What follows belongs to an exercise in optimizing a design on an open flow for small area; a production flow would make more cautious choices.
Function was checked by simulation only, so behaviour that the tests miss may differ from the original.
No activity file was given, so power comes from the tool's default toggle rates.

Design window_sender_with_retx_timer_core, start of the top module:
module window_sender_with_retx_timer_core #(
  parameter int MAX_WINDOW = wsrt_pkg::MAX_WINDOW_DEF
) (
  input  logic        clk,
  input  logic        rst_n,
  input  logic        in_tvalid,
  output logic        in_tready,
  input  logic [39:0] in_tdata,    
  input  logic [1:0]  in_tuser,    
  output logic        out_tvalid,
  input  logic        out_tready,
  output logic [79:0] out_tdata,   
  output logic [0:0]  out_tuser,   
  output logic        out_tlast,
  input  logic                              cfg_valid,
  output logic                              cfg_ready,
  input  logic [wsrt_pkg::CFG_IDX_W-1:0]    cfg_index,
  input  logic [wsrt_pkg::CFG_DATA_W-1:0]   cfg_data
);
Size in the first run: ~1,100 cells after synthesis, ~310 flip-flops, roughly 170 I/O pins.
clock: 9.0 ns
lec_check: 0
cap_margin: 20
core_margin: 2
core_utilization: 70
cts_buf_list: sky130_fd_sc_hd__clkbuf_4
cts_cluster_size: 30
slew_margin: 20
run.sh (not shown) runs the stock make flow with config.mk's settings and CLKGATE_MAP_FILE= SYNTH_SCRIPT=/design/flow/synth_recipe.tcl, a recipe that flattens the netlist after the stock synthesis.
Rerun with:
--- a/flow/config.mk
+++ b/flow/config.mk
@@ -9,5 +9,3 @@
 export CORE_MARGIN = 2
-export CORE_UTILIZATION = 70
-export CTS_BUF_LIST = sky130_fd_sc_hd__clkbuf_4
-export CTS_CLUSTER_SIZE = 30
+export CORE_UTILIZATION = 40
 export SLEW_MARGIN = 20
The new run finished with timing, DRC and antenna clean.
Area after synthesis stays the same.
Register-to-register slack degrades by 0.14 ns.
Worst setup slack gains 0.031 ns.
Utilization falls by 36 points.
Die area is higher by well over a third.
Power is higher by a little under a tenth.
Cell count went up by a few percent.


Setup of red:
window_sender_with_retx_timer_core, a different RTL version from the one above (not shown whole).
Size: ~310 flip-flops, roughly 170 I/O pins, roughly 12000 um^2 of cells after synthesis.
==> flow/config.mk <==
export PLATFORM = sky130hd
export DESIGN_NAME = window_sender_with_retx_timer_core
export DESIGN_NICKNAME = window_sender_with_retx_timer_core
export VERILOG_FILES = /design/flow/design.v
export SDC_FILE = /design/flow/constraint.sdc
export NUM_CORES = 4
export LEC_CHECK = 0
export CAP_MARGIN = 20
export CORE_MARGIN = 2
export CORE_UTILIZATION = 55
export GPL_TIMING_DRIVEN = 0
export SLEW_MARGIN = 20
==> flow/constraint.sdc <==
create_clock -name core_clock -period 9.0 [get_ports {clk}]
set_input_delay 1.8000 -clock core_clock [delete_from_list [all_inputs] [get_ports {clk}]]
set_output_delay 1.8000 -clock core_clock [all_outputs]
set_load 0.01 [all_outputs]
standard.sh (not shown) runs the stock make flow with config.mk's settings and CLKGATE_MAP_FILE= SYNTH_SCRIPT=/design/flow/synth_recipe.tcl, a recipe that flattens the netlist after the stock synthesis.
==> flow/flow/run.sh <==
#!/bin/bash
# The standard layout (standard.sh: the ORFS flow with its synthesis script), with
# three changes of how the layout is made:
#  - synthesis maps the logic with the area-oriented ABC script flow/abc.script in place
#    of ORFS's delay-oriented abc_speed.script (a copy of ORFS's scripts folder with that
#    one file replaced; flip-flop mapping and everything else unchanged);
#  - every port still gets a buffer, but the smallest one (buf_1) instead of the
#    delay buffer buffer_ports picks by default;
#  - clock tree synthesis uses clkbuf_8 clusters of at most 20 sinks and no dummy loads.
# make's output goes to flow_make.log here; ORFS keeps each step's log under orfs/logs.
set -euo pipefail
W=$(pwd)
rm -rf "$W/scripts_mod"
cp -r "$FLOW_HOME/scripts" "$W/scripts_mod"
cp "$W/flow/abc.script" "$W/scripts_mod/abc_speed.script"
export SCRIPTS_DIR="$W/scripts_mod"
export BUFFER_PORTS_ARGS="-buffer_cell sky130_fd_sc_hd__buf_1"
export CTS_ARGS="-sink_clustering_enable -repair_clock_nets -dont_use_dummy_load -buf_list sky130_fd_sc_hd__clkbuf_8 -sink_clustering_size 20 -sink_clustering_max_diameter 90"
bash standard.sh > flow_make.log 2>&1
==> flow/flow/abc.script <==
strash
ifraig
scorr
dc2
&get -n
&deepsyn -T 60
&put
strash
dch -f
amap -F 20 -A 40
red: full flow OK, the timing, design-rule and antenna checks passed
Input-level comparison between blue and red:
- GPL_TIMING_DRIVEN removed (was 0)
diff --git a/flow/flow/run.sh b/flow/flow/run.sh
--- a/flow/flow/run.sh
+++ b/flow/flow/run.sh
@@ -9 +9 @@
-#  - clock tree synthesis uses clkbuf_8 clusters of at most 20 sinks and no dummy loads.
+#  - clock tree synthesis uses clkbuf_8 clusters of at most 16 sinks and no dummy loads.
@@ -18 +18 @@
-export CTS_ARGS="-sink_clustering_enable -repair_clock_nets -dont_use_dummy_load -buf_list sky130_fd_sc_hd__clkbuf_8 -sink_clustering_size 20 -sink_clustering_max_diameter 90"
+export CTS_ARGS="-sink_clustering_enable -repair_clock_nets -dont_use_dummy_load -buf_list sky130_fd_sc_hd__clkbuf_8 -sink_clustering_size 16 -sink_clustering_max_diameter 80"
### Flow results
Per the final summary, blue finished and its layout is clean on timing, DRC and antenna.
[compare] base=red new=blue: non-clock buffer count now sits higher, final critical-path required period went down.
[blue vs red] sequential share of layout area: higher in blue
Clock transition time at the flip-flop clock pins of the worst setup and hold paths: lower on blue
What green does differently from blue at the input level:
- changing CORE_UTILIZATION from 55 to 65
green completed end to end with timing, DRC and antenna clean. On detailed route wirelength on metal3: green sits above blue. On total chip power, blue and green are neck and neck. The post-route clock period utilization number comes out lower for blue vs green.


Another version of the RTL of window_sender_with_retx_timer_core (not shown whole).
Size: roughly 1100 cells after synthesis, ~170 I/O pins, about 0.012 mm^2 of cells after synthesis.
Settings: LEC_CHECK=0, CAP_MARGIN=20, CORE_MARGIN=2, CORE_UTILIZATION=55, SLEW_MARGIN=20; clock period 9.0 ns.
==> flow/flow/run.sh <==
#!/bin/bash
# The standard layout (standard.sh: the ORFS flow with its synthesis script), with
# three changes of how the layout is made:
#  - synthesis maps the logic with the area-oriented ABC script flow/abc.script in place
#    of ORFS's delay-oriented abc_speed.script (a copy of ORFS's scripts folder with that
#    one file replaced; flip-flop mapping and everything else unchanged);
#  - every port still gets a buffer, but the smallest one (buf_1) instead of the
#    delay buffer buffer_ports picks by default;
#  - clock tree synthesis uses clkbuf_8 clusters of at most 16 sinks and no dummy loads.
# make's output goes to flow_make.log here; ORFS keeps each step's log under orfs/logs.
set -euo pipefail
W=$(pwd)
rm -rf "$W/scripts_mod"
cp -r "$FLOW_HOME/scripts" "$W/scripts_mod"
cp "$W/flow/abc.script" "$W/scripts_mod/abc_speed.script"
export SCRIPTS_DIR="$W/scripts_mod"
export BUFFER_PORTS_ARGS="-buffer_cell sky130_fd_sc_hd__buf_1"
export CTS_ARGS="-sink_clustering_enable -repair_clock_nets -dont_use_dummy_load -buf_list sky130_fd_sc_hd__clkbuf_8 -sink_clustering_size 16 -sink_clustering_max_diameter 80"
bash standard.sh > flow_make.log 2>&1
==> flow/flow/abc.script <==
strash
ifraig
scorr
dc2
strash
dch -f
amap
The baseline ran to the end with no violations.
==> next run, changes <==
==> flow/flow/run.sh (replaced) <==
#!/bin/bash
# The standard layout (standard.sh: the ORFS flow with its synthesis), with
# two changes of how the layout is made:
#  - every port still gets a buffer, but the smallest one (buf_1) instead of the
#    delay buffer buffer_ports picks by default;
#  - clock tree synthesis clusters more sinks per buffer and adds no dummy loads.
# make's output goes to flow_make.log here; ORFS keeps each step's log under orfs/logs.
set -euo pipefail
export BUFFER_PORTS_ARGS="-buffer_cell sky130_fd_sc_hd__buf_1"
export CTS_ARGS="-sink_clustering_enable -repair_clock_nets -dont_use_dummy_load -buf_list sky130_fd_sc_hd__clkbuf_16 -sink_clustering_size 30 -sink_clustering_max_diameter 100"
bash standard.sh > flow_make.log 2>&1
removed: flow/flow/abc.script
After rerunning:
- wire length went up by 1.4%
- combinational power goes down by 65%
- hold slack hardly moves
- cell area increases by 4.2%
- die area came out higher by 6.9%
- cell count came out higher by 3.5%
- clock skew went down by 0.0071 ns
- flip-flop and latch count is unchanged
- core utilization fell by 0.61 points
- power falls by 27%


window_sender_with_retx_timer_core again, from the RTL that the note above started with.
// window_sender_with_retx_timer_core
module window_sender_with_retx_timer_core #(
  parameter int MAX_WINDOW = wsrt_pkg::MAX_WINDOW_DEF
) (
  input  logic        clk,
  input  logic        rst_n,
  input  logic        in_tvalid,
  output logic        in_tready,
  input  logic [39:0] in_tdata,    
  input  logic [1:0]  in_tuser,    
  output logic        out_tvalid,
  input  logic        out_tready,
  output logic [79:0] out_tdata,   
  output logic [0:0]  out_tuser,   
  output logic        out_tlast,
  input  logic                              cfg_valid,
  output logic                              cfg_ready,
  input  logic [wsrt_pkg::CFG_IDX_W-1:0]    cfg_index,
  input  logic [wsrt_pkg::CFG_DATA_W-1:0]   cfg_data
);
clock: 9.0 ns
lec_check: 0
cap_margin: 20
core_margin: 2
core_utilization: 55
slew_margin: 20
==> flow/flow/run.sh <==
#!/bin/bash
# The standard layout (standard.sh: the ORFS flow with its synthesis), with
# two changes of how the layout is made:
#  - every port still gets a buffer, but the smallest one (buf_1) instead of the
#    delay buffer buffer_ports picks by default;
#  - clock tree synthesis clusters more sinks per buffer and adds no dummy loads.
# make's output goes to flow_make.log here; ORFS keeps each step's log under orfs/logs.
set -euo pipefail
export BUFFER_PORTS_ARGS="-buffer_cell sky130_fd_sc_hd__buf_1"
export CTS_ARGS="-sink_clustering_enable -repair_clock_nets -dont_use_dummy_load -buf_list sky130_fd_sc_hd__clkbuf_8 -sink_clustering_size 16 -sink_clustering_max_diameter 80"
bash standard.sh > flow_make.log 2>&1
Then changed:
==> flow/run.sh (new file) <==
#!/bin/bash
# synth_recipe.tcl (not shown) runs the flow's synth.tcl, then flattens the netlist and writes it again
# the make line also repeats each setting of config.mk as NAME=value (left out here)
make -C /OpenROAD-flow-scripts/flow DESIGN_CONFIG=/design/flow/config.mk WORK_HOME=/design/flow/orfs CLKGATE_MAP_FILE= SYNTH_SCRIPT=/design/flow/synth_recipe.tcl finish
- CORE_UTILIZATION: 55 -> 40
removed: flow/flow/run.sh
removed: flow/standard.sh
Effect: Setup slack loses 0.41 ns. Design area goes up by 14%. First-iteration DRC count goes down by 9.1%. Sequential share of layout area goes down by 6.6 points. Die area goes up by 36%.
Then changed:
==> flow/flow/run.sh (new file) <==
#!/bin/bash
# The standard layout (standard.sh: the ORFS flow with its synthesis script), with
# three changes of how the layout is made:
#  - synthesis maps the logic with the area-oriented ABC script flow/abc.script in place
#    of ORFS's delay-oriented abc_speed.script (a copy of ORFS's scripts folder with that
#    one file replaced; flip-flop mapping and everything else unchanged);
#  - every port still gets a buffer, but the smallest one (buf_1) instead of the
#    delay buffer buffer_ports picks by default;
#  - clock tree synthesis uses clkbuf_8 clusters of at most 16 sinks and no dummy loads.
# make's output goes to flow_make.log here; ORFS keeps each step's log under orfs/logs.
set -euo pipefail
W=$(pwd)
rm -rf "$W/scripts_mod"
cp -r "$FLOW_HOME/scripts" "$W/scripts_mod"
cp "$W/flow/abc.script" "$W/scripts_mod/abc_speed.script"
export SCRIPTS_DIR="$W/scripts_mod"
export BUFFER_PORTS_ARGS="-buffer_cell sky130_fd_sc_hd__buf_1"
export CTS_ARGS="-sink_clustering_enable -repair_clock_nets -dont_use_dummy_load -buf_list sky130_fd_sc_hd__clkbuf_8 -sink_clustering_size 16 -sink_clustering_max_diameter 80"
bash standard.sh > flow_make.log 2>&1
==> flow/flow/abc.script (new file) <==
strash
ifraig
scorr
dc2
&get -n
&deepsyn -T 60
&put
strash
dch -f
amap -F 20 -A 40
==> flow/standard.sh (new file) <==
#!/bin/bash
# synth_recipe.tcl (not shown) runs the flow's synth.tcl, then flattens the netlist and writes it again
# the make line also repeats each setting of config.mk as NAME=value (left out here)
make -C /OpenROAD-flow-scripts/flow DESIGN_CONFIG=/design/flow/config.mk WORK_HOME=/design/flow/orfs CLKGATE_MAP_FILE= SYNTH_SCRIPT=/design/flow/synth_recipe.tcl "${@:-finish}"
- CORE_UTILIZATION: 40 -> 55
removed: flow/run.sh
After rerunning:
- fmax falls by 2.5%
- global-route usage rises by 5.8 points
- cell count falls by 15%
- critical path depth climbs by 5
- clock power falls by 54%
Then changed:
==> flow/flow/abc.script (replaced) <==
strash
ifraig
scorr
dc2
strash
&get -n
&dch -f
&nf -R 1000 -p
&put
After rerunning: The changed run produced a clean layout. Setup slack is better by 0.39 ns. Worst hold slack barely changes. Clock-buffer cell count is unchanged. Area after synthesis rises by 3.7%. Routed wire length falls by 2.1%. Global-route usage falls by 1.4 points.

## afterwards: timing with drivers on the ports
How much do the figures lean on ideal ports? The routed layouts below were timed once more, with nothing changed but the port constraints. Step 1 assumes that a clkbuf_16 drives the clock port and a buf_2 every other input. Step 2, shift: input delay + t, output delay - t, t = (earliest + latest rising clock arrival at the registers) / 2. This alone moves slack from input paths to output paths. Three values: no drivers, after step 1, after step 2; two values: the first two.
run | t (ns) | setup WS [ns] | hold WS [ns] | slew at the worst register clock pin (ns)
the first run of note 1 | 0.733 | 0.889 / 0.844 / 1.577 | 0.304 / 0.304 / 0.304 | 0.09 / 0.09
the second run of note 1 | 0.548 | 0.920 / 0.870 / 1.418 | 0.319 / 0.319 / 0.319 | 0.06 / 0.06
red | 0.578 | 0.501 / 0.459 / 1.036 | 0.334 / 0.334 / 0.334 | 0.12 / 0.12
blue | 0.594 | 0.640 / 0.597 / 1.191 | 0.329 / 0.329 / 0.329 | 0.11 / 0.11
green | 0.581 | 0.613 / 0.572 / 1.153 | 0.334 / 0.334 / 0.334 | 0.11 / 0.11
the first run of note 3 | 0.601 | 0.718 / 0.671 / 1.272 | 0.333 / 0.333 / 0.333 | 0.11 / 0.11
the second run of note 3 | 0.538 | 1.249 / 1.203 / 1.741 | 0.332 / 0.332 / 0.332 | 0.12 / 0.12
the first run of note 4 | 0.599 | 1.195 / 1.153 / 1.752 | 0.323 / 0.323 / 0.323 | 0.11 / 0.11
the second run of note 4 | 0.567 | 0.782 / 0.733 / 1.299 | 0.316 / 0.316 / 0.316 | 0.06 / 0.06
the third run of note 4 | 0.598 | 0.571 / 0.530 / 1.128 | 0.328 / 0.328 / 0.328 | 0.11 / 0.11
the fourth run of note 4 | 0.605 | 0.961 / 0.915 / 1.519 | 0.330 / 0.330 / 0.330 | 0.11 / 0.11
After both steps setup and hold are still met in every run listed.
